From an optimization exercise on the open Yosys and OpenROAD flow, aimed at small area; shortcuts taken in it are not production practice. Function was checked by simulation only, so behaviour that the tests miss may differ from the original. Power is estimated from default activity; no workload was simulated.

File: constraint.sdc
create_clock -name core_clock -period 12.0 [get_ports {clk}]
set_input_delay 2.4000 -clock core_clock [delete_from_list [all_inputs] [get_ports {clk}]]
set_output_delay 2.4000 -clock core_clock [all_outputs]
set_load 0.01 [all_outputs]
File: flow/run.sh
#!/bin/bash
# Own layout flow: the standard ORFS flow (standard.sh) with three changes:
#  - synthesis maps logic with an area-oriented ABC script (flow/area.abc);
#    everything else in synthesis is the standard flow's own script (flow/synth_area.tcl),
#    except that the per-entry next-state logic of the speculative table
#    (module spec_entry_next) and the and-or-invert blocks of the read muxes
#    (modules aoi222, aoi22) are mapped on their own before flattening;
#  - port buffers are the smallest buffer cell;
#  - clock tree synthesis without dummy loads and with larger sink clusters.
# Each step's tool output is in orfs/logs/; make's own output in flow_make.log.
set -euo pipefail
W=$PWD
export AREA_ABC_SCRIPT=$W/flow/area.abc
B=sky130_fd_sc_hd__
bash standard.sh \
  SYNTH_SCRIPT=$W/flow/synth_area.tcl \
  "SYNTH_KEEP_MODULES=spec_entry_next aoi222 aoi22" \
  "BUFFER_PORTS_ARGS=-buffer_cell ${B}buf_1" \
  "CTS_ARGS=-sink_clustering_enable -repair_clock_nets -dont_use_dummy_load -buf_list ${B}clkbuf_16 -sink_clustering_size 25 -sink_clustering_max_diameter 80" \
  finish > $W/flow_make.log 2>&1
File: design.v
`timescale 1ns/1ns
`default_nettype none
module spec_entry_next (
    input  logic       restore_i,
    input  logic       write_i,
    input  logic       hold_i,
    input  logic [4:0] arch_i,
    input  logic [4:0] wdata_i,
    input  logic [4:0] cur_i,
    output logic [4:0] next_o
);
    always_comb begin
        next_o = (arch_i  & {5{restore_i}})
               | (wdata_i & {5{write_i}})
               | (cur_i   & {5{hold_i}});
    end
endmodule
`default_nettype wire
`default_nettype none
module tab_read_bit (
    input  logic [30:0] sel_i,
    input  logic [30:0] data_i,
    output logic        y_o
);
    logic [10:0] n;
    for (genvar g = 0; g < 10; g++) begin : g_aoi
        aoi222 u_aoi (
            .a1_i(sel_i[3*g]),     .a2_i(data_i[3*g]),
            .b1_i(sel_i[3*g + 1]), .b2_i(data_i[3*g + 1]),
            .c1_i(sel_i[3*g + 2]), .c2_i(data_i[3*g + 2]),
            .y_o(n[g])
        );
    end
    always_comb begin
        n[10] = !(sel_i[30] && data_i[30]);
        y_o   = !(&n);
    end
endmodule
`default_nettype wire
`timescale 1ns/1ns
`default_nettype none
module aoi222 (
    input  logic a1_i, a2_i, b1_i, b2_i, c1_i, c2_i,
    output logic y_o
);
    assign y_o = !((a1_i && a2_i) || (b1_i && b2_i) || (c1_i && c2_i));
endmodule
module aoi22 (
    input  logic a1_i, a2_i, b1_i, b2_i,
    output logic y_o
);
    assign y_o = !((a1_i && a2_i) || (b1_i && b2_i));
endmodule
module rf_read_bit (
    input  logic [15:0] sel_i,
    input  logic [15:0] data_i,
    input  logic        byp_i,
    input  logic        byp_data_i,
    output logic        y_o
);
    logic [5:0] n;
    for (genvar g = 0; g < 5; g++) begin : g_aoi
        aoi222 u_aoi (
            .a1_i(sel_i[3*g]),     .a2_i(data_i[3*g]),
            .b1_i(sel_i[3*g + 1]), .b2_i(data_i[3*g + 1]),
            .c1_i(sel_i[3*g + 2]), .c2_i(data_i[3*g + 2]),
            .y_o(n[g])
        );
    end
    aoi22 u_aoi_last (
        .a1_i(sel_i[15]), .a2_i(data_i[15]),
        .b1_i(byp_i),     .b2_i(byp_data_i),
        .y_o(n[5])
    );
    always_comb begin
        y_o = !(&n);
    end
endmodule
`default_nettype wire
`timescale 1ns/1ns
`default_nettype none
module rename_top (
    input  logic        clk,
    input  logic        rst_n,
    input  logic        dispatch_valid_i,
    input  logic [4:0]  rs1_i,
    input  logic [4:0]  rs2_i,
    input  logic [4:0]  rd_i,
    input  logic [31:0] imm_i,
    input  logic        src_imm_i,
    output logic        dispatch_ready_o,
    input  logic        stall_i,
    output logic        ren_valid_o,
    output logic [4:0]  rd_tag_o,
    output logic [4:0]  rs1_tag_o,
    output logic [31:0] rs1_data_o,
    output logic [4:0]  rs2_tag_o,
    output logic [31:0] rs2_data_o,
    input  logic        commit_valid_i,
    input  logic [4:0]  commit_areg_i,
    input  logic [4:0]  commit_preg_i,
    input  logic [31:0] commit_data_i,
    input  logic        flush_i
);
    logic        buf_valid;
    logic [4:0]  buf_rs1;
    logic [4:0]  buf_rs2;
    logic [4:0]  buf_rd;
    logic [31:5] buf_imm;
    logic        buf_src_imm;
    logic [4:0]  spec_tab [1:31];
    logic [4:0]  arch_tab [1:31];
    logic [31:0] prf [0:15];
    logic [15:0] ready;
    logic [4:0]  alloc_ptr;
    logic [4:0]  free_ptr;
    logic        commit_free;
    logic        writes_rd;
    logic        exhausted;
    logic        fire;
    logic        alloc;
    logic [4:0]  alloc_tag;
    logic [4:0]  free_ptr_next;
    always_comb begin
        commit_free = commit_valid_i && (commit_preg_i != 5'd0);
        writes_rd   = (buf_rd != 5'd0);
        exhausted   = (alloc_ptr[4] != free_ptr[4]) && (alloc_ptr[3:0] == free_ptr[3:0]);
        fire        = buf_valid && !stall_i && !flush_i && (!writes_rd || !exhausted);
        alloc       = fire && writes_rd;
        alloc_tag   = {alloc_ptr[3:0] == 4'd0, alloc_ptr[3:0]};
        free_ptr_next = free_ptr + {4'd0, commit_free};
        dispatch_ready_o = !flush_i && (!buf_valid || fire);
        ren_valid_o      = fire;
        rd_tag_o         = writes_rd ? alloc_tag : 5'd0;
    end
    always_ff @(posedge clk or negedge rst_n) begin
        if (!rst_n) begin
            buf_valid <= 1'b0;
        end else if (flush_i) begin
            buf_valid <= 1'b0;
        end else if (dispatch_ready_o) begin
            buf_valid <= dispatch_valid_i;
        end
    end
    always_ff @(posedge clk) begin
        if (dispatch_ready_o && dispatch_valid_i) begin
            buf_rs1     <= rs1_i;
            buf_rs2     <= src_imm_i ? imm_i[4:0] : rs2_i;
            buf_rd      <= rd_i;
            buf_imm     <= imm_i[31:5];
            buf_src_imm <= src_imm_i;
        end
    end
    always_ff @(posedge clk or negedge rst_n) begin
        if (!rst_n) begin
            free_ptr <= 5'd1;
        end else begin
            free_ptr <= free_ptr_next;
        end
    end
    always_ff @(posedge clk or negedge rst_n) begin
        if (!rst_n) begin
            alloc_ptr <= 5'd1;
        end else if (flush_i) begin
            alloc_ptr <= free_ptr_next;
        end else if (alloc) begin
            alloc_ptr <= alloc_ptr + 5'd1;
        end
    end
    logic rst_pend;
    always_ff @(posedge clk or negedge rst_n) begin
        if (!rst_n) begin
            rst_pend <= 1'b1;
        end else begin
            rst_pend <= 1'b0;
        end
    end
    logic [4:0] arch_wdata;
    logic [4:0] spec_wdata;
    logic       restore;
    always_comb begin
        arch_wdata = commit_preg_i & {5{!rst_pend}};
        spec_wdata = alloc_tag & {5{!rst_pend}};
        restore    = flush_i && !rst_pend;
    end
    always_ff @(posedge clk) begin
        for (int r = 1; r < 32; r++) begin
            if (rst_pend || (commit_free && (commit_areg_i == 5'(r)))) begin
                arch_tab[r] <= arch_wdata;
            end
        end
    end
    logic [31:1] spec_we;
    logic [31:1] spec_hold;
    always_comb begin
        for (int r = 1; r < 32; r++) begin
            spec_we[r]   = !restore && (rst_pend || (alloc && (buf_rd == 5'(r))));
            spec_hold[r] = !restore && !spec_we[r];
        end
    end
    logic [4:0] spec_next [1:31];
    for (genvar r = 1; r < 32; r++) begin : g_spec
        spec_entry_next u_next (
            .restore_i(restore),
            .write_i  (spec_we[r]),
            .hold_i   (spec_hold[r]),
            .arch_i   (arch_tab[r]),
            .wdata_i  (spec_wdata),
            .cur_i    (spec_tab[r]),
            .next_o   (spec_next[r])
        );
    end
    always_ff @(posedge clk) begin
        for (int r = 1; r < 32; r++) begin
            spec_tab[r] <= spec_next[r];
        end
    end
    logic [15:0] wr_sel;
    logic [15:0] al_sel;
    always_comb begin
        for (int i = 0; i < 16; i++) begin
            al_sel[i] = (alloc_ptr[3:0] == 4'(i));
        end
        wr_sel[0] = commit_valid_i && commit_preg_i[4];
        for (int i = 1; i < 16; i++) begin
            wr_sel[i] = commit_valid_i && (commit_preg_i[3:0] == 4'(i));
        end
    end
    always_ff @(posedge clk) begin
        for (int i = 0; i < 16; i++) begin
            if (wr_sel[i]) prf[i] <= commit_data_i;
        end
    end
    always_ff @(posedge clk) begin
        for (int i = 0; i < 16; i++) begin
            if (wr_sel[i]) begin
                ready[i] <= 1'b1;
            end else if (alloc && al_sel[i]) begin
                ready[i] <= 1'b0;
            end
        end
    end
    logic [4:0]  src1;
    logic [4:0]  src2;
    logic [15:0] sel1;
    logic [15:0] sel2;
    logic        rdy1;
    logic        rdy2;
    logic        hit1;
    logic        hit2;
    logic [31:0] val1;
    logic [31:0] val2;
    logic [30:0] rs1_dec;
    logic [30:0] rs2_dec;
    logic [30:0] spec_col [0:4];
    logic [4:0]  src1_rd;
    logic [4:0]  src2_rd;
    always_comb begin
        for (int r = 1; r < 32; r++) begin
            rs1_dec[r-1] = (buf_rs1 == 5'(r));
            rs2_dec[r-1] = (buf_rs2 == 5'(r));
            for (int b = 0; b < 5; b++) begin
                spec_col[b][r-1] = spec_tab[r][b];
            end
        end
    end
    for (genvar b = 0; b < 5; b++) begin : g_trd
        tab_read_bit u_trd1 (.sel_i(rs1_dec), .data_i(spec_col[b]), .y_o(src1_rd[b]));
        tab_read_bit u_trd2 (.sel_i(rs2_dec), .data_i(spec_col[b]), .y_o(src2_rd[b]));
    end
    logic [15:0] rsel1;
    logic [15:0] rsel2;
    logic [15:0] prf_col [0:31];
    always_comb begin
        rsel1 = sel1 & {16{!hit1}};
        rsel2 = sel2 & {16{!hit2}};
        for (int b = 0; b < 32; b++) begin
            for (int i = 0; i < 16; i++) begin
                prf_col[b][i] = prf[i][b];
            end
        end
    end
    for (genvar b = 0; b < 32; b++) begin : g_rd
        rf_read_bit u_rd1 (
            .sel_i(rsel1), .data_i(prf_col[b]),
            .byp_i(hit1), .byp_data_i(commit_data_i[b]), .y_o(val1[b])
        );
        rf_read_bit u_rd2 (
            .sel_i(rsel2), .data_i(prf_col[b]),
            .byp_i(hit2), .byp_data_i(commit_data_i[b]), .y_o(val2[b])
        );
    end
    always_comb begin
        src1 = src1_rd;
        src2 = src2_rd;
        sel1[0] = src1[4];
        sel2[0] = src2[4];
        for (int i = 1; i < 16; i++) begin
            sel1[i] = (src1[3:0] == 4'(i));
            sel2[i] = (src2[3:0] == 4'(i));
        end
        rdy1 = (src1 == 5'd0);
        rdy2 = (src2 == 5'd0);
        for (int i = 0; i < 16; i++) begin
            rdy1 = rdy1 | (sel1[i] & ready[i]);
            rdy2 = rdy2 | (sel2[i] & ready[i]);
        end
        hit1 = commit_free && (src1 == commit_preg_i);
        hit2 = commit_free && (src2 == commit_preg_i);
    end
    always_comb begin
        rs1_tag_o  = (rdy1 || hit1) ? 5'd0 : src1;
        rs1_data_o = val1;
        if (buf_src_imm) begin
            rs2_tag_o  = 5'd0;
            rs2_data_o = {buf_imm, buf_rs2};
        end else begin
            rs2_tag_o  = (rdy2 || hit2) ? 5'd0 : src2;
            rs2_data_o = val2;
        end
    end
endmodule
`default_nettype wire
File: standard.sh
#!/bin/bash
# synth_recipe.tcl (not shown) runs the flow's synth.tcl, then flattens the netlist and writes it again
# the make line also repeats each setting of config.mk as NAME=value (left out here)
make -C /OpenROAD-flow-scripts/flow DESIGN_CONFIG=/design/flow/config.mk WORK_HOME=/design/flow/orfs CLKGATE_MAP_FILE= SYNTH_SCRIPT=/design/flow/synth_recipe.tcl "${@:-finish}"
File: config.mk
export PLATFORM = sky130hd
export DESIGN_NAME = rename_top
export DESIGN_NICKNAME = rename_top
export VERILOG_FILES = /design/flow/design.v
export SDC_FILE = /design/flow/constraint.sdc
export NUM_CORES = 8
export LEC_CHECK = 0
export CAP_MARGIN = 20
export CORE_MARGIN = 2
export CORE_UTILIZATION = 50
export SLEW_MARGIN = 20
File: flow/area.abc
strash
&get -n
&st
&dch
&nf -a -R 1000
&put
topo
File: flow/synth_area.tcl
# The standard flow's synthesis script (synth_recipe.tcl) with one change: the abc call
# maps with the ABC script named by AREA_ABC_SCRIPT instead of ORFS's own.
proc synth {args} { yosys synth -nofsm -noshare {*}$args }
proc abc {args} {
  set i [lsearch -exact $args -script]
  if { $i >= 0 } { set args [lreplace $args [expr {$i + 1}] [expr {$i + 1}] $::env(AREA_ABC_SCRIPT)] }
  yosys abc {*}$args
}
source $::env(SCRIPTS_DIR)/synth.tcl
# left out here: clear keep_hierarchy, flatten, clean up, hide names made inside functions, write 1_2_yosys.v
==> out/metrics.csv, run 1 <==
metric,value,unit
hp-start,arch_tab[3][1],
seq_area_frac_synth,68.7,%
htree_levels,2,
post-cts-setup-buffers,0,
ys_top_cells_by_area,"edfxtp_1 59%, a222oi_1 16%, dfxtp_1 9.4%",
start_util,50.7,%
die_w,274,um
area_growth,10.5,%
ys_seq_elements,893,
hp-class,flip-flop to flip-flop,
synth_edf_count,710,
fin_tns_setup,0,ns
drt-vias-per-instance,7.70,
ys_async_sr_fraction,1.34,%
p_int,4.72,mW
fillers,5844,
p_per_area,169,nW/um2
peakVddDrop,139,uV
cts.hold.buffers_added,0,
yosysMostFrequentCell,edfxtp_1,
core,71900,um2
cp_max_fo,49,
skew,0.0535,ns
period_needed,9.45,ns
overflow,0,
numCtsBuffers,46,
setup-violations-final,0,
rows,98,
antenna_found_initial,4,
die_y,274,um
period_share,78.7,%
rsz0062_at_grt,false,
gp_congestion,1.01,
dr.pass1.iters,14,
rr_worst_depth,12,
slew_violations,0,
max_slew_margin,19.2,%
drive_above_1_share,7.44,%
grt_pass1_wl,187000,um
synth_commonest_cells,"710 x edfxtp_1, 575 x a222oi_1, 171 x dfxtp_1",
crit_start,buf_rs2[2],
clk_path_buf_depth,3,
worstReg2RegStart,buf_rd[0],
switchingPower,2.09,mW
first_iter_violations,7389,
reg2reg_to,spec_tab[19][3],
tightestPinTransition,1.20,ns
via_count,29000,
switching_share,30.7,%
nets,2914,
syn_nets,2638,
postRouteWirelength,132000,um
dp_hpwl,74300,um
status,finished clean,
cts_resized,0,
cts_tree,built,
synth_top_cell_by_area,edfxtp_1,
worstSetupStartpointType,flip-flop,
io_buffer_count,176,
critical_path_class,flip-flop to primary output,
p_clk_share,23.8,%
seqPwrFrac,55.5,%
track_usage,34.2,%
synthCells,2536,
hold_depth,2,
postSynthAreaPerCell,14.4,um2
cp.arrival,7.05,ns
clock_sinks,893,
hold_viol,0,
drv_cap,0,
clkTransAtPathRegs,0.09,ns
grt_max_degree,81,
pin_count,177,
fin_util,56.1,%
fmax,0.106,GHz
worstPathRequired,9.60,ns
yosysWarnings,15,
ys_types,44,
leakagePower,12.8,nW
netlist.area_leader.share,58.5,%
drc,0,
drt.antenna.violating_nets,0,
rrSetupSlack,7.91,ns
crit_path_end_kind,primary output,
syn_area,36400,um2
grt_pass1_vias,27700,
worstSkewPairLatency,0.64,ns
clock-root-buffer,clkbuf_16,
die-area,75100,um2
synth_ff_type,edfxtp_1,
crit_path_end,rs2_data_o[1],
wl_per_cell,35.1,um
p_comb_share,20.8,%
==> area by class of cell <==
class	instances	area, um2	area share [%]
diodes	2	5.00	0.0124
inverters	160	601	1.49
repair buffers	260	1290	3.21
multi-input cells	1451	11000	27.3
well taps	950	1190	2.95
clock buffers	46	1150	2.86
flip-flops and latches	893	25000	62.2
==> worst max-delay path, cell delays in order (launching register included) <==
cell and delay [ns]:
edfxtp_1 0.72, nand2_1 0.35, nor2_1 0.19, a222oi_1 0.53
nand4_1 0.40, a2111oi_2 0.47, buf_4 0.29, o22ai_1 0.11
or4_1 0.57, nor2_4 0.10, buf_4 0.77, nor2_4 0.25
buf_4 0.37, a222oi_1 0.40, nand4_1 0.17, nor2_1 0.18
o21ai_0 0.27, buf_1 0.24
==> modules after synthesis (local to each module, per instance) <==
module           cells  times used  cell area (um2)  flip-flops and latches
aoi222               1         420             10.0                       0
spec_entry_next     10          31             68.8                       0
rename_top        1742           1            29600                     893
aoi22                1          64             7.51                       0
==> power groups by stage <==
stage,Combinational (mW),Clock (mW),Sequential (mW)
finish,1.42,1.62,3.78
global route,1.50,1.73,3.80
CTS,1.39,1.63,3.77
detailed placement,1.38,0,3.83
global placement,1.36,0,3.83
floorplan,0.874,0,3.75
==> cell families after synthesis <==
kind of cell / after synthesis / share of synthesized area (%)
compound gates: 777 / 19.6
xor+xnor: 15 / 0.360
fa+ha+maj: 6 / 0.206
buf+inv: 192 / 2.31
flops: 893 / 68.7
mux: 5 / 0.154
other cells: 1 / 0.0103
simple gates: 647 / 8.68
==> through the flow <==
step	cell area [um2]	hold slack [ns]	total power, mW	setup WS (ns)	cells
2_1_floorplan	36400	0.442	4.63	0.941	2536
3_3_place_gp	39100	0.460	5.18	2.99	3713
3_5_place_dp	39100	0.463	5.21	2.94	3714
4_1_cts	40200	0.469	6.78	2.86	3760
5_1_grt	40300	0.484	7.02	2.52	3760
6_report	40300	0.470	6.81	2.55	3762
==> registers in the layout, summed over array words and instances (netlist names), 5 cells and up <==
| name | flops |
|---|---|
| arch_tab | 155 |
| alloc_ptr | 5 |
| buf_rs2 | 5 |
| buf_imm | 27 |
| buf_rd | 5 |
| buf_rs1 | 5 |
| prf | 512 |
| spec_tab | 155 |
| ready | 16 |
| free_ptr | 5 |
==> layer usage <==
metal | routed length [um] | track usage (%) | part of all wire [%]
met2 | 60400 | 54.7 | 46
met5 | 37 | 0 | 0.028
met4 | 8400 | 18.9 | 6.4
met3 | 16700 | 6.51 | 13
met1 | 46400 | 44.2 | 35
==> worst min path at each step <==
stage	endpoint	slack (ns)
5_1_grt	spec_tab[10][2]	0.48
3_3_place_gp	spec_tab[2][3]	0.46
3_5_place_dp	spec_tab[9][3]	0.46
2_1_floorplan	ready[0]	0.44
4_1_cts	spec_tab[5][2]	0.47
6_report	spec_tab[3][1]	0.47
==> placed cells by master (no fill, tap or decap), drive strengths merged, types with 2 or more instances in the layout <==
cell     count
or3          2
a2111oi     10
dfxtp      171
a221oi       3
dfrtp        9
nand4       64
mux2         5
nand2      162
nand3b       2
nor2       158
o21ai       72
nand3       81
and2        11
a21oi        6
clkinv     160
edfxtp     710
and3        24
a22oi       68
diode        2
xor2         4
ha           6
dfstp        3
a22o         3
buf        259
xnor2       11
o41ai       15
a2111o       2
nor4        12
a222oi     575
nor2b       28
a21o        15
nand2b      15
clkbuf      47
nor3        54
and4        32
==> inputs of run 2 (changes only) <==
--- a/design.v
+++ b/design.v
@@ -17,6 +17,12 @@
 endmodule
 `default_nettype wire
 `default_nettype none
+module nand11 (
+    input  logic [10:0] n_i,
+    output logic        y_o
+);
+    assign y_o = !(&n_i);
+endmodule
 module tab_read_bit (
     input  logic [30:0] sel_i,
     input  logic [30:0] data_i,
@@ -33,8 +39,8 @@
     end
     always_comb begin
         n[10] = !(sel_i[30] && data_i[30]);
-        y_o   = !(&n);
     end
+    nand11 u_or (.n_i(n), .y_o(y_o));
 endmodule
 `default_nettype wire
 `timescale 1ns/1ns
@@ -51,6 +57,12 @@
 );
     assign y_o = !((a1_i && a2_i) || (b1_i && b2_i));
 endmodule
+module nand6 (
+    input  logic [5:0] n_i,
+    output logic       y_o
+);
+    assign y_o = !(&n_i);
+endmodule
 module rf_read_bit (
     input  logic [15:0] sel_i,
     input  logic [15:0] data_i,
@@ -72,9 +84,33 @@
         .b1_i(byp_i),     .b2_i(byp_data_i),
         .y_o(n[5])
     );
+    nand6 u_or (.n_i(n), .y_o(y_o));
+endmodule
+module rf_read_bit_imm (
+    input  logic [15:0] sel_i,
+    input  logic [15:0] data_i,
+    input  logic        byp_i,
+    input  logic        byp_data_i,
+    input  logic        imm_i,
+    input  logic        imm_data_i,
+    output logic        y_o
+);
+    logic [17:0] s;
+    logic [17:0] d;
+    logic [5:0]  n;
     always_comb begin
-        y_o = !(&n);
+        s = {imm_i, byp_i, sel_i};
+        d = {imm_data_i, byp_data_i, data_i};
     end
+    for (genvar g = 0; g < 6; g++) begin : g_aoi
+        aoi222 u_aoi (
+            .a1_i(s[3*g]),     .a2_i(d[3*g]),
+            .b1_i(s[3*g + 1]), .b2_i(d[3*g + 1]),
+            .c1_i(s[3*g + 2]), .c2_i(d[3*g + 2]),
+            .y_o(n[g])
+        );
+    end
+    nand6 u_or (.n_i(n), .y_o(y_o));
 endmodule
 `default_nettype wire
 `timescale 1ns/1ns
@@ -271,9 +307,11 @@
     logic [15:0] rsel1;
     logic [15:0] rsel2;
     logic [15:0] prf_col [0:31];
+    logic [31:0] imm_val;
+    assign imm_val = {buf_imm, buf_rs2};
     always_comb begin
         rsel1 = sel1 & {16{!hit1}};
-        rsel2 = sel2 & {16{!hit2}};
+        rsel2 = sel2 & {16{!hit2 && !buf_src_imm}};
         for (int b = 0; b < 32; b++) begin
             for (int i = 0; i < 16; i++) begin
                 prf_col[b][i] = prf[i][b];
@@ -285,9 +323,10 @@
             .sel_i(rsel1), .data_i(prf_col[b]),
             .byp_i(hit1), .byp_data_i(commit_data_i[b]), .y_o(val1[b])
         );
-        rf_read_bit u_rd2 (
+        rf_read_bit_imm u_rd2 (
             .sel_i(rsel2), .data_i(prf_col[b]),
-            .byp_i(hit2), .byp_data_i(commit_data_i[b]), .y_o(val2[b])
+            .byp_i(hit2 && !buf_src_imm), .byp_data_i(commit_data_i[b]),
+            .imm_i(buf_src_imm), .imm_data_i(imm_val[b]), .y_o(val2[b])
         );
     end
     always_comb begin
@@ -311,13 +350,8 @@
     always_comb begin
         rs1_tag_o  = (rdy1 || hit1) ? 5'd0 : src1;
         rs1_data_o = val1;
-        if (buf_src_imm) begin
-            rs2_tag_o  = 5'd0;
-            rs2_data_o = {buf_imm, buf_rs2};
-        end else begin
-            rs2_tag_o  = (rdy2 || hit2) ? 5'd0 : src2;
-            rs2_data_o = val2;
-        end
+        rs2_tag_o  = (buf_src_imm || rdy2 || hit2) ? 5'd0 : src2;
+        rs2_data_o = val2;
     end
 endmodule
 `default_nettype wire
--- a/flow/run.sh
+++ b/flow/run.sh
@@ -4,7 +4,8 @@
 #    everything else in synthesis is the standard flow's own script (flow/synth_area.tcl),
 #    except that the per-entry next-state logic of the speculative table
 #    (module spec_entry_next) and the and-or-invert blocks of the read muxes
-#    (modules aoi222, aoi22) are mapped on their own before flattening;
+#    (modules aoi222, aoi22, nand6, nand11) are mapped on their own before
+#    flattening;
 #  - port buffers are the smallest buffer cell;
 #  - clock tree synthesis without dummy loads and with larger sink clusters.
 # Each step's tool output is in orfs/logs/; make's own output in flow_make.log.
@@ -14,7 +15,7 @@
 B=sky130_fd_sc_hd__
 bash standard.sh \
   SYNTH_SCRIPT=$W/flow/synth_area.tcl \
-  "SYNTH_KEEP_MODULES=spec_entry_next aoi222 aoi22" \
+  "SYNTH_KEEP_MODULES=spec_entry_next aoi222 aoi22 nand6 nand11" \
   "BUFFER_PORTS_ARGS=-buffer_cell ${B}buf_1" \
   "CTS_ARGS=-sink_clustering_enable -repair_clock_nets -dont_use_dummy_load -buf_list ${B}clkbuf_16 -sink_clustering_size 25 -sink_clustering_max_diameter 80" \
   finish > $W/flow_make.log 2>&1
==> out/metrics.csv, run 2 <==
metric,value,unit,change
status,finished clean,,
slowest_stage,edfxtp_1,,
dr.pass1.iters,13,,-1
tightestPinTransition,1.14,ns,-0.0527 ns
ys_async_sr_fraction,1.34,%,unchanged
slew_violations,0,,unchanged
clock-root-buffer,clkbuf_16,,
die_y,274,um,about the same
htree_levels,2,,unchanged
drive_above_1_share,7.15,%,-0.29 points
pin_count,177,,unchanged
top_register,prf,,
leakagePower,12.5,nW,-2.0%
path_buf_inv,3,,-1
cts_tree,built,,
postRouteWirelength,135000,um,+1.9%
synth_ff_type,edfxtp_1,,
gp_congestion,0.951,,-5.6%
rsz0062_at_grt,false,,
seq_area_frac_synth,68.6,%,-0.13 points
first_iter_violations,6662,,-9.8%
fmax,0.109,GHz,+3.3%
fin_tns_setup,0,ns,unchanged
synth_edf_count,710,,unchanged
clk_path_buf_depth,3,,unchanged
ys_seq_elements,893,,unchanged
hold_viol,0,,unchanged
crit_path_end_kind,primary output,,
setup_ws,2.85,ns,+0.301 ns
grt_pass1_vias,27300,,-1.5%
worstSkewPairLatency,0.65,ns,about the same
synth_top_cell_by_area,edfxtp_1,,
drc,0,,unchanged
ys_top_cells_by_area,"edfxtp_1 58%, a222oi_1 17%, dfxtp_1 9.4%",,
critPathTopFamily,simple AND/OR/NAND/NOR gates,,
p_per_area,167,nW/um2,-1.3%
dpl.cell_count,3584,,-3.5%
dp_hpwl,77500,um,+4.4%
dpl_worst_slack,3.60,ns,+0.655 ns
yosysMostFrequentCell,edfxtp_1,,
worstSetupStartpointType,flip-flop,,
via_count,28700,,-1.0%
clkTransAtPathRegs,0.09,ns,about the same
setup-violations-final,0,,unchanged
cp_cell_sequence,"nand2_1, nor2_1, a222oi_1, nand4_1, nor2_1, nand4_1, xor2_1, nor4_1, and3_2, buf_4, nor3_2, buf_4, a222oi_1, and4_1, nand3_1, buf_1",,
synth_commonest_cells,"710 x edfxtp_1, 608 x a222oi_1, 171 x dfxtp_1",,
critPathMaxStageDelay,0.74,ns,-0.03 ns
peakVddDrop,141,uV,+1.5%
final_common_cell,edfxtp_1,,
core,72600,um2,+1.0%
track_usage,34.7,%,+0.52 points
largest_reg_flops,512,,unchanged
skew,0.0776,ns,+0.0241 ns
synthCells,2439,,-3.8%
clock_sinks,893,,unchanged
netlist.area_leader.share,58.4,%,-0.11 points
max_slew_margin,23.6,%,+4.4 points
layout.cells.non_filler,3638,,-3.3%
final_cell_mix,"710 x edfxtp_1, 608 x a222oi_1, 175 x buf_1",,
io_buffer_count,176,,unchanged
drv_cap,0,,unchanged
crit_start,buf_rs1[4],,
cp_max_fo,49,,unchanged
drt.antenna.violating_nets,0,,unchanged
grt_pass1_wl,189000,um,+1.1%
worstPathRequired,9.60,ns,about the same
syn_nets,2541,,-3.7%
period_share,76.2,%,-2.5 points
die-area,75200,um2,+0.19%
ys_types,36,,-18%
die_w,274,um,about the same
total_power,6.68,mW,-2.0%
cp.arrival,6.75,ns,-0.30 ns
antenna_found_initial,7,,+3
numCtsBuffers,46,,unchanged
drt-vias-per-instance,7.88,,+2.3%
start_util,50.3,%,-0.42 points
post-cts-setup-buffers,0,,unchanged
yosysWarnings,15,,unchanged
cts_resized,0,,unchanged
postSynthAreaPerCell,15.0,um2,+4.2%
hp-class,flip-flop to flip-flop,,
period_needed,9.15,ns,-0.301 ns
wl_per_cell,37.0,um,+5.4%
syn_area,36500,um2,+0.19%
rows,99,,+1.0%
nets,2777,,-4.7%
top_regs,"prf: 512 flops, arch_tab: 155 flops, spec_tab: 155 flops",,
area_growth,9.63,%,
hp-start,arch_tab[14][4],,
critical_path_class,flip-flop to primary output,,
overflow,0,,unchanged
worstReg2RegStart,buf_rd[3],,
grt_max_degree,86,,+6.2%
cts.hold.buffers_added,0,,unchanged
run 2: cell types whose count changed after synthesis, sizes merged, moves of 16 or more:
| cell | previous run | this run |
|---|---|---|
| nor2 | 158 | 132 |
| o21ai | 72 | 7 |
| and4 | 32 | 64 |
| a41o | 0 | 32 |
| a222oi | 575 | 608 |
| nand2 | 162 | 51 |
| a21o | 15 | 31 |
| buf | 32 | 64 |
| a22oi | 68 | 33 |
| nand3 | 81 | 99 |
run 2: modules after synthesis, one instance, submodules excluded:
module / area (um2) / flops+latches / cells
rename_top: 28500 / 893 / 1477
aoi222: 10.0 / 0 / 1
aoi22: 7.51 / 0 / 1
nand6: 13.8 / 0 / 2
spec_entry_next: 68.8 / 0 / 10
nand11: 22.5 / 0 / 4
run 2: worst reg2reg max path: cells and delay by family, from the launching register on:
kind | cells | cell delay [ns]
AND/OR/NAND/NOR | 6 | 2.58
AO/OA/AOI/OAI | 2 | 0.74
flip-flops | 1 | 0.44
buffers and inverters | 3 | 0.89
run 2: metal layers:
layer	share of wire (%)	global-route usage, %
met1	36	45.5
met5	0.025	0
met3	13	8.28
met2	46	55.0
met4	4.9	15.9
run 2: worst paths after layout:
kind                                   end  slack (ns)  depth (start not counted)
hold / removal             spec_tab[14][4]        0.46                          2
min in group asynchronous      free_ptr[2]        1.82                          1
hold reg to reg            spec_tab[14][4]        0.46                          2
max in group asynchronous        buf_valid        9.72                          1
setup reg to reg            spec_tab[8][3]        7.22                         11
setup / recovery            rs1_data_o[24]        2.85                         16
run 2: where the power goes:
| group | leakage, nW | switching, mW | internal [mW] |
|---|---|---|---|
| clock network | 0.567 | 0.938 | 0.684 |
| registers | 8.20 | 0.213 | 3.57 |
| logic | 3.74 | 0.860 | 0.415 |
| total | 12.5 | 2.01 | 4.67 |
run 2: cell families after synthesis:
logic type / count (synthesis) / synth area share [%]
buffers and inverters: 234 / 3.06
and+or+nand+nor: 541 / 7.97
adders and majority gates: 6 / 0.206
AOI/OAI and AO/OA: 737 / 19.5
DFF: 893 / 68.6
other: 1 / 0.0103
xor gates and xnor gates: 21 / 0.504
muxes: 6 / 0.182
run 2: cell type report:
| type | count | area [um2] |
|---|---|---|
| Antenna cell | 6 | 15.0 |
| Multi-Input combinational cell | 1312 | 10700 |
| Sequential cell | 893 | 25000 |
| Timing Repair Buffer | 252 | 1270 |
| Inverter | 170 | 638 |
| Clock buffer | 46 | 1150 |
| Fill cell | 5929 | 32600 |
| Tap cell | 959 | 1200 |
run 2: per-stage QoR:
step	hold WS [ns]	utilization, %	area [um2]
2_1_floorplan	0.448	-	36500
3_3_place_gp	0.460	53.5	38800
3_5_place_dp	0.465	53.5	38800
4_1_cts	0.468	55.0	40000
5_1_grt	0.491	55.1	40000
6_report	0.463	55.1	40000
==> inputs of run 3 (changes only) <==
==> flow/area.abc (replaced) <==
strash
&get -n
&st
&syn3
&dch
&nf -a -R 1000
&put
topo
==> out/metrics.csv, run 3 <==
metric,value,unit,change
status,finished clean,,
final_common_cell,edfxtp_1,,
worstSetupStartpointType,flip-flop,,
wl_per_cell,35.4,um,-4.3%
worstPathRequired,9.60,ns,about the same
top_regs,"prf: 512 flops, arch_tab: 155 flops, spec_tab: 155 flops",,
fmax,0.108,GHz,-1.5%
netlist.area_leader.share,58.9,%,+0.47 points
rr_worst_depth,13,,+2
dpl_worst_slack,3.21,ns,-0.388 ns
worstReg2RegStart,buf_rd[3],,
seq_area_frac_synth,69.2,%,+0.55 points
io_buffer_count,176,,unchanged
dp_hpwl,72300,um,-6.7%
synthXorXnorAreaFrac,0.532,%,+0.028 points
grt_pass1_wl,181000,um,-4.4%
pin_count,177,,unchanged
period_needed,9.28,ns,+0.136 ns
rsz0062_at_grt,false,,
synth.area.mux_share,0.218,%,+0.036 points
max_slew_margin,14.1,%,-9.6 points
worstSkewPairLatency,0.64,ns,about the same
clkTransAtPathRegs,0.10,ns,about the same
top_register,prf,,
ys_types,41,,+14%
cts.hold.buffers_added,0,,unchanged
post-cts-setup-buffers,0,,unchanged
largest_reg_flops,512,,unchanged
drc,0,,unchanged
fin_tns_setup,0,ns,unchanged
synth_commonest_cells,"710 x edfxtp_1, 607 x a222oi_1, 171 x dfxtp_1",,
cp_max_fo,38,,-22%
gp_congestion,0.896,,-5.8%
hp-start,arch_tab[20][4],,
htree_levels,2,,unchanged
syn_nets,2504,,-1.5%
synth_top_cell_by_area,edfxtp_1,,
clock_sinks,893,,unchanged
cts_tree,built,,
reg2reg_to,spec_tab[21][3],,
die-area,74600,um2,-0.79%
yosysMostFrequentCell,edfxtp_1,,
antenna_found_initial,2,,-5
rows,98,,-1.0%
numCtsBuffers,44,,-4.3%
hold_viol,0,,unchanged
rrSetupSlack,7.11,ns,-0.11 ns
holdWs,0.474,ns,+0.0113 ns
grt_max_degree,97,,+13%
dr.pass1.iters,15,,+2
grt_pass1_vias,26700,,-2.0%
ys_seq_elements,893,,unchanged
postSynthAreaPerCell,15.1,um2,+0.73%
tightestPinTransition,1.28,ns,+0.136 ns
hold_depth,2,,unchanged
setup_ws,2.72,ns,-0.136 ns
via_count,27800,,-3.2%
clock-root-buffer,clkbuf_16,,
die_y,273,um,-0.40%
yosysWarnings,15,,unchanged
area_growth,9.60,%,about the same
synthCells,2402,,-1.5%
hold_end,spec_tab[20][4],,
overflow,0,,unchanged
cts_resized,0,,unchanged
critical_path_class,flip-flop to primary output,,
p_per_area,165,nW/um2,-1.2%
track_usage,33.0,%,-1.7 points
ys_top_cells_by_area,"edfxtp_1 59%, a222oi_1 17%, dfxtp_1 9.5%",,
leakagePower,12.2,nW,-2.6%
drive_above_1_share,7.03,%,-0.12 points
ys_async_sr_fraction,1.34,%,unchanged
drt-vias-per-instance,7.75,,-1.7%
final_cell_mix,"710 x edfxtp_1, 607 x a222oi_1, 175 x buf_1",,
synth_top_family_by_area,compound AO/OA/AOI/OAI gates,,
setup-violations-final,0,,unchanged
postRouteWirelength,127000,um,-5.7%
synth_ff_type,edfxtp_1,,
synth_compound_area_share,19.7,%,+0.25 points
stdcell_area,39700,um2,-0.82%
hp-class,flip-flop to flip-flop,,
syn_area,36200,um2,-0.80%
peakVddDrop,155,uV,+9.4%
synth_edf_count,710,,unchanged
synth_fa_ha_area_share,0.207,%,+0.0017 points
skew,0.0729,ns,-0.00474 ns
start_util,50.6,%,+0.28 points
crit_path_end_kind,primary output,,
period_share,77.3,%,+1.1 points
die_w,273,um,-0.40%
drv_cap,0,,unchanged
fin_util,55.4,%,+0.29 points
drt.antenna.violating_nets,0,,unchanged
first_iter_violations,7385,,+11%
place_area,38600,um2,-0.62%
nets,2736,,-1.5%
slew_violations,0,,unchanged
core,71600,um2,-1.3%
clk_path_buf_depth,3,,unchanged
cp.arrival,6.88,ns,+0.13 ns
synth-simple-area-share,7.13,%,-0.84 points
-- run 3: power by group --
part	total, mW	internal, mW	switching [mW]
clock network	1.58	0.656	0.919
logic	1.20	0.400	0.802
registers	3.77	3.57	0.198
total	6.54	4.62	1.92
-- run 3: per-layer routing --
metal	GRT usage (%)	wire (um)	vias to the layer above
met3	8.42	19400	317
met4	11.9	4380	0
li1	-	-	11200
met5	0	0	-
met2	49.9	56600	2448
met1	46.4	46500	13800
-- run 3: cell type report --
class | instances | area, um2
fillers | 5764 | 31900
repair buffers | 250 | 1280
clock buffers | 44 | 1100
inverters | 165 | 619
multi-input cells | 1280 | 10500
diodes | 2 | 5.00
well taps | 950 | 1190
flip-flops and latches | 893 | 25000
-- run 3: kinds of logic (layout without fill, tap and decap cells) --
group / count (synthesis) / in the layout
other cells: 1 / 3
mux: 6 / 6
compound gates: 764 / 764
buf+inv: 229 / 459
fa+ha+maj: 6 / 6
xor+xnor: 22 / 22
simple gates: 481 / 481
flops: 893 / 893
-- run 3: worst max path at each step --
stage	start	end	slack [ns]	depth (start not counted)
CTS	buf_rs1[0]	rs1_data_o[29]	2.98	16
floorplan	commit_preg_i[2]	rs1_data_o[0]	2.87	9
finish	buf_rs1[0]	rs1_data_o[29]	2.72	16
detailed placement	commit_preg_i[2]	rs1_data_o[29]	3.21	13
global placement	commit_preg_i[3]	rs1_data_o[29]	3.14	12
global route	buf_rs1[1]	rs1_data_o[1]	2.55	16
-- run 3: Yosys stat by module, one instance, submodules excluded --
module           cells inside  area (um2)  copies in the design  flip-flops and latches
rename_top               1440       28200                     1                     893
spec_entry_next            10        68.8                    31                       0
nand11                      4        22.5                    10                       0
nand6                       2        13.8                    64                       0
aoi222                      1        10.0                   452                       0
aoi22                       1        7.51                    32                       0
-- run 3: stage by stage --
stage                     cells  power [mW]
after global placement     3535        4.96
after floorplan            2402        4.53
after CTS                  3581        6.52
after detailed placement   3537        4.99
final                      3584        6.54
after global routing       3584        6.74
-- run 3: worst max-delay path, stage by stage, from the launching register on --
cell      delay, ns
edfxtp_1       0.39
or2_0          0.71
nor2_1         0.25
a222oi_1       0.55
nand4_1        0.30
nor2_1         0.24
nand4_1        0.68
xor2_1         0.40
nor3_2         0.21
buf_4          0.61
nand3b_1       0.42
nor3_2         0.06
buf_4          0.36
a222oi_1       0.42
and4_1         0.24
nand3_1        0.18
buf_1          0.19
==> inputs of run 4 (changes only) <==
--- a/design.v
+++ b/design.v
@@ -230,8 +230,8 @@
     logic [31:1] spec_hold;
     always_comb begin
         for (int r = 1; r < 32; r++) begin
-            spec_we[r]   = !restore && (rst_pend || (alloc && (buf_rd == 5'(r))));
-            spec_hold[r] = !restore && !spec_we[r];
+            spec_we[r]   = rst_pend || (alloc && (buf_rd == 5'(r)));
+            spec_hold[r] = !(restore || spec_we[r]);
         end
     end
     logic [4:0] spec_next [1:31];
@@ -310,8 +310,8 @@
     logic [31:0] imm_val;
     assign imm_val = {buf_imm, buf_rs2};
     always_comb begin
-        rsel1 = sel1 & {16{!hit1}};
-        rsel2 = sel2 & {16{!hit2 && !buf_src_imm}};
+        rsel1 = sel1 & ready;
+        rsel2 = sel2 & ready & {16{!buf_src_imm}};
         for (int b = 0; b < 32; b++) begin
             for (int i = 0; i < 16; i++) begin
                 prf_col[b][i] = prf[i][b];
@@ -341,8 +341,8 @@
         rdy1 = (src1 == 5'd0);
         rdy2 = (src2 == 5'd0);
         for (int i = 0; i < 16; i++) begin
-            rdy1 = rdy1 | (sel1[i] & ready[i]);
-            rdy2 = rdy2 | (sel2[i] & ready[i]);
+            rdy1 = rdy1 | rsel1[i];
+            rdy2 = rdy2 | rsel2[i];
         end
         hit1 = commit_free && (src1 == commit_preg_i);
         hit2 = commit_free && (src2 == commit_preg_i);
==> out/metrics.csv, run 4 <==
metric,value,unit,change
ys_types,39,,-4.9%
tightestPinTransition,1.24,ns,-0.0364 ns
slowest_stage,and3_2,,
worstSetupStartpointType,flip-flop,,
io_buffer_count,176,,unchanged
dr.pass1.iters,15,,unchanged
overflow,0,,unchanged
hold_viol,0,,unchanged
path_buf_inv,1,,-2
cp_max_fo,33,,-13%
syn_area,36100,um2,-0.26%
period_needed,8.51,ns,-0.772 ns
antenna_found_initial,4,,+2
top_register,prf,,
p_per_area,165,nW/um2,about the same
crit_path_end_kind,primary output,,
peakVddDrop,160,uV,+3.3%
ys_top_cells_by_area,"edfxtp_1 59%, a222oi_1 17%, dfxtp_1 9.5%",,
yosysWarnings,15,,unchanged
cts.hold.buffers_added,0,,unchanged
stdcell_area,39300,um2,-0.94%
final_cell_mix,"710 x edfxtp_1, 607 x a222oi_1, 175 x buf_1",,
synth_top_cell_by_area,edfxtp_1,,
hp-class,flip-flop to flip-flop,,
place_area,38100,um2,-1.1%
synthCells,2380,,-0.92%
clock-root-buffer,clkbuf_16,,
final_common_cell,edfxtp_1,,
drt.antenna.violating_nets,0,,unchanged
leakagePower,12.0,nW,-1.3%
top_regs,"prf: 512 flops, arch_tab: 155 flops, spec_tab: 155 flops",,
track_usage,33.5,%,+0.45 points
cts_resized,0,,unchanged
nets,2694,,-1.5%
postSynthAreaPerCell,15.2,um2,+0.67%
via_count,27700,,-0.14%
slew_violations,0,,unchanged
drt-vias-per-instance,7.82,,+0.99%
critPathMaxStageDelay,1.06,ns,+0.35 ns
seq_area_frac_synth,69.3,%,+0.18 points
critical_path_class,flip-flop to primary output,,
ys_async_sr_fraction,1.34,%,unchanged
syn_nets,2482,,-0.88%
status,finished clean,,
grt_pass1_wl,182000,um,+0.56%
cp_cell_sequence,"nand2b_1, nor2_1, a222oi_1, nand4_1, nor2_1, nand4_1, nor3_1, and3_2, a222oi_1, and4_1, nand3_1, buf_1",,
max_slew_margin,17.2,%,+3.1 points
gp_congestion,1.01,,+12%
pin_count,177,,unchanged
clock_sinks,893,,unchanged
cts_tree,built,,
cp.arrival,6.11,ns,-0.77 ns
first_iter_violations,7279,,-1.4%
dp_hpwl,71100,um,-1.7%
fmax,0.118,GHz,+9.1%
fin_tns_setup,0,ns,unchanged
setup-violations-final,0,,unchanged
htree_levels,2,,unchanged
rsz0062_at_grt,false,,
synth_edf_count,710,,unchanged
skew,0.0427,ns,-0.0302 ns
clk_path_buf_depth,3,,unchanged
wl_per_cell,36.0,um,+1.8%
worstSkewPairLatency,0.63,ns,about the same
drc,0,,unchanged
drv_cap,0,,unchanged
die_y,273,um,-0.13%
numCtsBuffers,45,,+2.3%
grt_max_degree,90,,-7.2%
synth_commonest_cells,"710 x edfxtp_1, 607 x a222oi_1, 171 x dfxtp_1",,
clkTransAtPathRegs,0.09,ns,about the same
area_growth,8.86,%,
synth_ff_type,edfxtp_1,,
critPathTopFamily,simple AND/OR/NAND/NOR gates,,
fillers,5786,,+0.38%
yosysMostFrequentCell,edfxtp_1,,
start_util,50.5,%,about the same
period_share,70.9,%,-6.4 points
register_area,25000,um2,unchanged
ys_seq_elements,893,,unchanged
worstPathRequired,9.60,ns,about the same
postRouteWirelength,128000,um,+0.65%
rows,98,,unchanged
die-area,74400,um2,-0.25%
post-cts-setup-buffers,0,,unchanged
largest_reg_flops,512,,unchanged
die_w,273,um,-0.13%
multi_input_area,10300,um2,-1.6%
netlist.area_leader.share,59.0,%,+0.15 points
grt_pass1_vias,27100,,+1.2%
drive_above_1_share,6.41,%,-0.62 points
core,71500,um2,-0.17%
==> run 4: cell types whose count changed in the layout (fill, tap and decap cells not counted), moves of 8 or more <==
| cell | delta |
|---|---|
| nor2_1 | +8 |
| nor2_4 | -17 |
| and3_2 | +18 |
| o21bai_1 | +11 |
| a21o_1 | -16 |
| nor3_1 | -8 |
| buf_4 | -19 |
==> run 4: routing by layer <==
metal,global-route usage (%),vias up,wire length [um]
li1,-,11100,-
met5,0,-,0
met1,47.6,13800,46600
met2,50.1,2516,56500
met3,8.58,337,20100
met4,11.6,0,4530
==> run 4: worst register-to-register path: cells and delay by family, from the launching register on <==
family                 cells  cell delay (ns)
DFF                        1             0.61
AOI/OAI and AO/OA          2             0.83
and+or+nand+nor            9             3.29
buffers and inverters      1             0.12
==> run 4: Yosys stat by module (local to each module, per instance) <==
| module | flops+latches | area, um2 |
|---|---|---|
| aoi222 | 0 | 10.0 |
| nand11 | 0 | 22.5 |
| spec_entry_next | 0 | 68.8 |
| nand6 | 0 | 13.8 |
| rename_top | 893 | 28100 |
| aoi22 | 0 | 7.51 |
==> run 4: area by class of cell <==
cell class                      count  area share [%]
Sequential cell                   893            63.7
Tap cell                          950            3.02
Inverter                          158            1.51
Multi-Input combinational cell   1265            26.2
Antenna cell                        4          0.0255
Timing Repair Buffer              229            2.73
Clock buffer                       45            2.86
==> run 4: logic make-up (layout without fill, tap and decap cells) <==
logic type / count (synthesis) / count (layout) / share of synthesized area (%)
DFF: 893 / 893 / 69.3
AOI/OAI and AO/OA: 743 / 743 / 19.4
and+or+nand+nor: 487 / 487 / 7.36
buffers and inverters: 222 / 432 / 2.97
xor gates and xnor gates: 22 / 22 / 0.533
adders and majority gates: 6 / 6 / 0.208
muxes: 6 / 6 / 0.187
other: 1 / 5 / 0.0104
==> run 4: worst paths after layout <==
kind,start,end,slack [ns],cells after the start
worst max-delay path,buf_rs2[1],rs2_data_o[20],3.49,12
worst min-delay path,arch_tab[1][1],spec_tab[1][1],0.45,2
worst max register to register,buf_rd[3],spec_tab[30][4],7.05,12
worst min register to register,arch_tab[1][1],spec_tab[1][1],0.45,2
max in group asynchronous,rst_n,free_ptr[4],9.78,1
min in group asynchronous,rst_n,alloc_ptr[3],1.77,1
==> run 4: power breakdown <==
group / total [mW] / internal (mW) / switching (mW) / leakage [nW]
logic: 1.13 / 0.369 / 0.757 / 3.27
clock network: 1.60 / 0.670 / 0.929 / 0.555
registers: 3.76 / 3.57 / 0.195 / 8.20
==> run 4: stage by stage <==
| stage | cells | worst slack [ns] | util, % | total power, mW | hold WS [ns] |
|---|---|---|---|---|---|
| 5_1_grt | 3544 | 3.43 | 55.0 | 6.69 | 0.482 |
| 6_report | 3544 | 3.49 | 55.0 | 6.49 | 0.454 |
| 4_1_cts | 3539 | 3.59 | 54.9 | 6.46 | 0.459 |
| 2_1_floorplan | 2380 | 4.27 | - | 4.49 | 0.451 |
| 3_5_place_dp | 3494 | 4.24 | 53.4 | 4.91 | 0.464 |
| 3_3_place_gp | 3494 | 4.44 | 53.4 | 4.88 | 0.461 |
==> inputs of run 5 (changes only) <==
--- a/flow/run.sh
+++ b/flow/run.sh
@@ -17,5 +17,5 @@
   SYNTH_SCRIPT=$W/flow/synth_area.tcl \
   "SYNTH_KEEP_MODULES=spec_entry_next aoi222 aoi22 nand6 nand11" \
   "BUFFER_PORTS_ARGS=-buffer_cell ${B}buf_1" \
-  "CTS_ARGS=-sink_clustering_enable -repair_clock_nets -dont_use_dummy_load -buf_list ${B}clkbuf_16 -sink_clustering_size 25 -sink_clustering_max_diameter 80" \
+  "CTS_ARGS=-sink_clustering_enable -repair_clock_nets -dont_use_dummy_load -buf_list ${B}clkbuf_16 -sink_clustering_size 25 -sink_clustering_max_diameter 100" \
   finish > $W/flow_make.log 2>&1
==> out/metrics.csv, run 5 <==
metric,value,unit,change
status,finished clean,,
critPathMaxStageDelay,1.10,ns,+0.04 ns
yosysWarnings,15,,unchanged
io_buffer_count,176,,unchanged
cts_resized,0,,unchanged
worstPathRequired,9.60,ns,about the same
fin_tns_setup,0,ns,unchanged
fillers,5794,,+0.14%
multi_input_area,10300,um2,about the same
crit_path_end_kind,primary output,,
first_iter_violations,7608,,+4.5%
cp_cell_sequence,"or2_0, nor2_1, a222oi_1, nand4_1, nor2_1, nand4_1, nor3_1, and3_2, a222oi_1, and4_1, nand3_1, buf_1",,
die-area,74400,um2,unchanged
start_util,50.5,%,unchanged
hp-class,flip-flop to flip-flop,,
holdWs,0.473,ns,+0.0181 ns
core,71500,um2,unchanged
ys_async_sr_fraction,1.34,%,unchanged
seq_area_frac_synth,69.3,%,unchanged
ys_types,39,,unchanged
final_common_cell,edfxtp_1,,
p_int,4.55,mW,-1.2%
fmax,0.117,GHz,-0.38%
switchingPower,1.88,mW,about the same
netlist.area_leader.share,59.0,%,unchanged
rsz0062_at_grt,false,,
nets,2689,,-0.19%
drc,0,,unchanged
critPathTopFamily,simple AND/OR/NAND/NOR gates,,
clk_path_buf_depth,3,,unchanged
seqPwrFrac,58.5,%,+0.5 points
clock_sinks,893,,unchanged
worstSetupStartpointType,flip-flop,,
switching_share,29.2,%,+0.26 points
leakagePower,12.0,nW,-0.49%
cp.arrival,6.14,ns,+0.03 ns
numCtsBuffers,41,,-8.9%
overflow,0,,unchanged
path_buf_inv,1,,unchanged
place_area,38100,um2,unchanged
dp_hpwl,71100,um,unchanged
cts.hold.buffers_added,0,,unchanged
antenna_found_initial,3,,-1
worstSkewPairLatency,0.65,ns,+0.02 ns
syn_area,36100,um2,unchanged
gp_congestion,1.01,,unchanged
htree_levels,2,,unchanged
largest_reg_flops,512,,unchanged
met1_usage,47.4,%,-0.21 points
die_w,273,um,unchanged
tightestPinTransition,1.27,ns,+0.0243 ns
register_area,25000,um2,unchanged
busiest_layer,met2,,
slew_violations,0,,unchanged
ys_top_cells_by_area,"edfxtp_1 59%, a222oi_1 17%, dfxtp_1 9.5%",,
fin_util,54.9,%,-0.16 points
wl_per_cell,36.1,um,+0.16%
grt_pass1_wl,182000,um,about the same
peakVddDrop,115,uV,-28%
setup-violations-final,0,,unchanged
drv_cap,0,,unchanged
drt.antenna.violating_nets,0,,unchanged
p_per_area,164,nW/um2,-0.57%
cp_max_fo,33,,unchanged
yosysMostFrequentCell,edfxtp_1,,
grt_pass1_vias,27100,,+0.14%
postSynthAreaPerCell,15.2,um2,unchanged
track_usage,33.5,%,about the same
post-cts-setup-buffers,0,,unchanged
synth_top_cell_by_area,edfxtp_1,,
die_y,273,um,unchanged
clock-root-buffer,clkbuf_16,,
met3_usage,8.54,%,-0.044 points
syn_nets,2482,,unchanged
postRouteWirelength,128000,um,about the same
dr.pass1.iters,17,,+2
stdcell_area,39200,um2,-0.30%
cts_tree,built,,
synthCells,2380,,unchanged
clkTransAtPathRegs,0.11,ns,+0.02 ns
via_count,27800,,+0.17%
critical_path_class,flip-flop to primary output,,
skew,0.0734,ns,+0.0307 ns
total_power,6.43,mW,-0.87%
period_needed,8.54,ns,+0.0321 ns
top_regs,"prf: 512 flops, arch_tab: 155 flops, spec_tab: 155 flops",,
area_growth,8.53,%,
drt-vias-per-instance,7.85,,+0.31%
synth_ff_type,edfxtp_1,,
rows,98,,unchanged
ys_seq_elements,893,,unchanged
slowest_stage,and3_2,,
p_clk_share,24.0,%,-0.6 points
grt_max_degree,90,,unchanged
synth_commonest_cells,"710 x edfxtp_1, 607 x a222oi_1, 171 x dfxtp_1",,
p_comb_share,17.5,%,about the same
hold_viol,0,,unchanged
synth_edf_count,710,,unchanged
final_cell_mix,"710 x edfxtp_1, 607 x a222oi_1, 175 x buf_1",,
drive_above_1_share,6.23,%,-0.18 points
period_share,71.2,%,+0.27 points
max_slew_margin,15.5,%,-1.6 points
use_met2,50.0,%,-0.19 points
pin_count,177,,unchanged
top_register,prf,,
-- run 5: area by class of cell --
| cell class | count | area share, % |
|---|---|---|
| well taps | 950 | 3.03 |
| clock buffers | 41 | 2.62 |
| diodes | 4 | 0.0255 |
| multi-input cells | 1265 | 26.3 |
| inverters | 158 | 1.51 |
| flip-flops and latches | 893 | 63.9 |
| repair buffers | 228 | 2.68 |
-- run 5: through the flow --
step | std cells | setup slack, ns
after detailed placement | 3494 | 4.24
final | 3539 | 3.46
after CTS | 3535 | 3.57
after global routing | 3538 | 3.35
after floorplan | 2380 | 4.27
after global placement | 3494 | 4.44
-- run 5: worst reg2reg max path, delay by kind of cell (launching register included) --
family,cells,cell delay [ns]
flip-flops,1,0.62
AO/OA/AOI/OAI,2,0.84
AND/OR/NAND/NOR,9,3.33
buffers and inverters,1,0.11
-- run 5: logic make-up (layout without fill, tap and decap cells) --
family	after synthesis	count (layout)	synth area share (%)
flip-flops	893	893	69.3
AO/OA/AOI/OAI	743	743	19.4
AND/OR/NAND/NOR	487	487	7.36
buffers and inverters	222	427	2.97
XOR/XNOR	22	22	0.533
adder cells (fa/ha/maj)	6	6	0.208
multiplexers	6	6	0.187
other	1	5	0.0104
-- run 5: path summary, 6_finish.rpt --
path	startpoint	to	slack, ns	cells after the start
max	buf_rs2[1]	rs2_data_o[20]	3.46	12
min	arch_tab[4][0]	spec_tab[4][0]	0.47	2
max reg2reg	buf_rd[2]	spec_tab[30][4]	6.98	12
min reg2reg	arch_tab[4][0]	spec_tab[4][0]	0.47	2
max in group asynchronous	rst_n	free_ptr[2]	9.77	1
min in group asynchronous	rst_n	alloc_ptr[3]	1.79	1
-- run 5: layer usage --
metal  part of all wire, %  vias up
met2                    44     2502
met3                    15      384
met4                   3.9        0
li1                      -    11100
met5                     0        -
met1                    37    13800
-- run 5: Yosys stat by module, one instance, submodules excluded --
module	cell area (um2)	flip-flops and latches	cells inside	times used
nand6	13.8	0	2	64
aoi222	10.0	0	1	452
rename_top	28100	893	1418	1
aoi22	7.51	0	1	32
spec_entry_next	68.8	0	10	31
nand11	22.5	0	4	10
-- run 5: power groups by stage --
| stage | Clock [mW] | Sequential, mW | Combinational, mW |
|---|---|---|---|
| 4_1_cts | 1.55 | 3.75 | 1.10 |
| 5_1_grt | 1.64 | 3.78 | 1.19 |
| 6_report | 1.54 | 3.76 | 1.12 |
| 3_5_place_dp | 0 | 3.82 | 1.09 |
| 3_3_place_gp | 0 | 3.81 | 1.07 |
| 2_1_floorplan | 0 | 3.74 | 0.750 |

-- re-timing with driven ports --
In the flow no input, the clock included, has a driving cell. The finished layouts below were timed again as built, in two steps.
Step 1 assumes that a clkbuf_16 drives the clock port and a buf_2 every other input.
Step 2 also shifts input and output timing later by t, the mid clock arrival at the registers, as if the neighbouring blocks saw the same clock.
a / b / c = no drivers / after step 1 / after step 2; a / b = the first two.
| run | t, ns | setup WS [ns] | worst slew at a driven data input, ns |
|---|---|---|---|
| run 1 | 0.679 | 2.553 / 2.488 / 2.726 | 0.14 |
| run 2 | 0.668 | 2.854 / 2.784 / 3.444 | 0.11 |
| run 3 | 0.675 | 2.718 / 2.647 / 3.000 | 0.10 |
| run 4 | 0.679 | 3.491 / 3.420 / 4.100 | 0.10 |
| run 5 | 0.681 | 3.459 / 3.387 / 4.069 | 0.12 |
After both steps setup and hold are still met in every run listed.
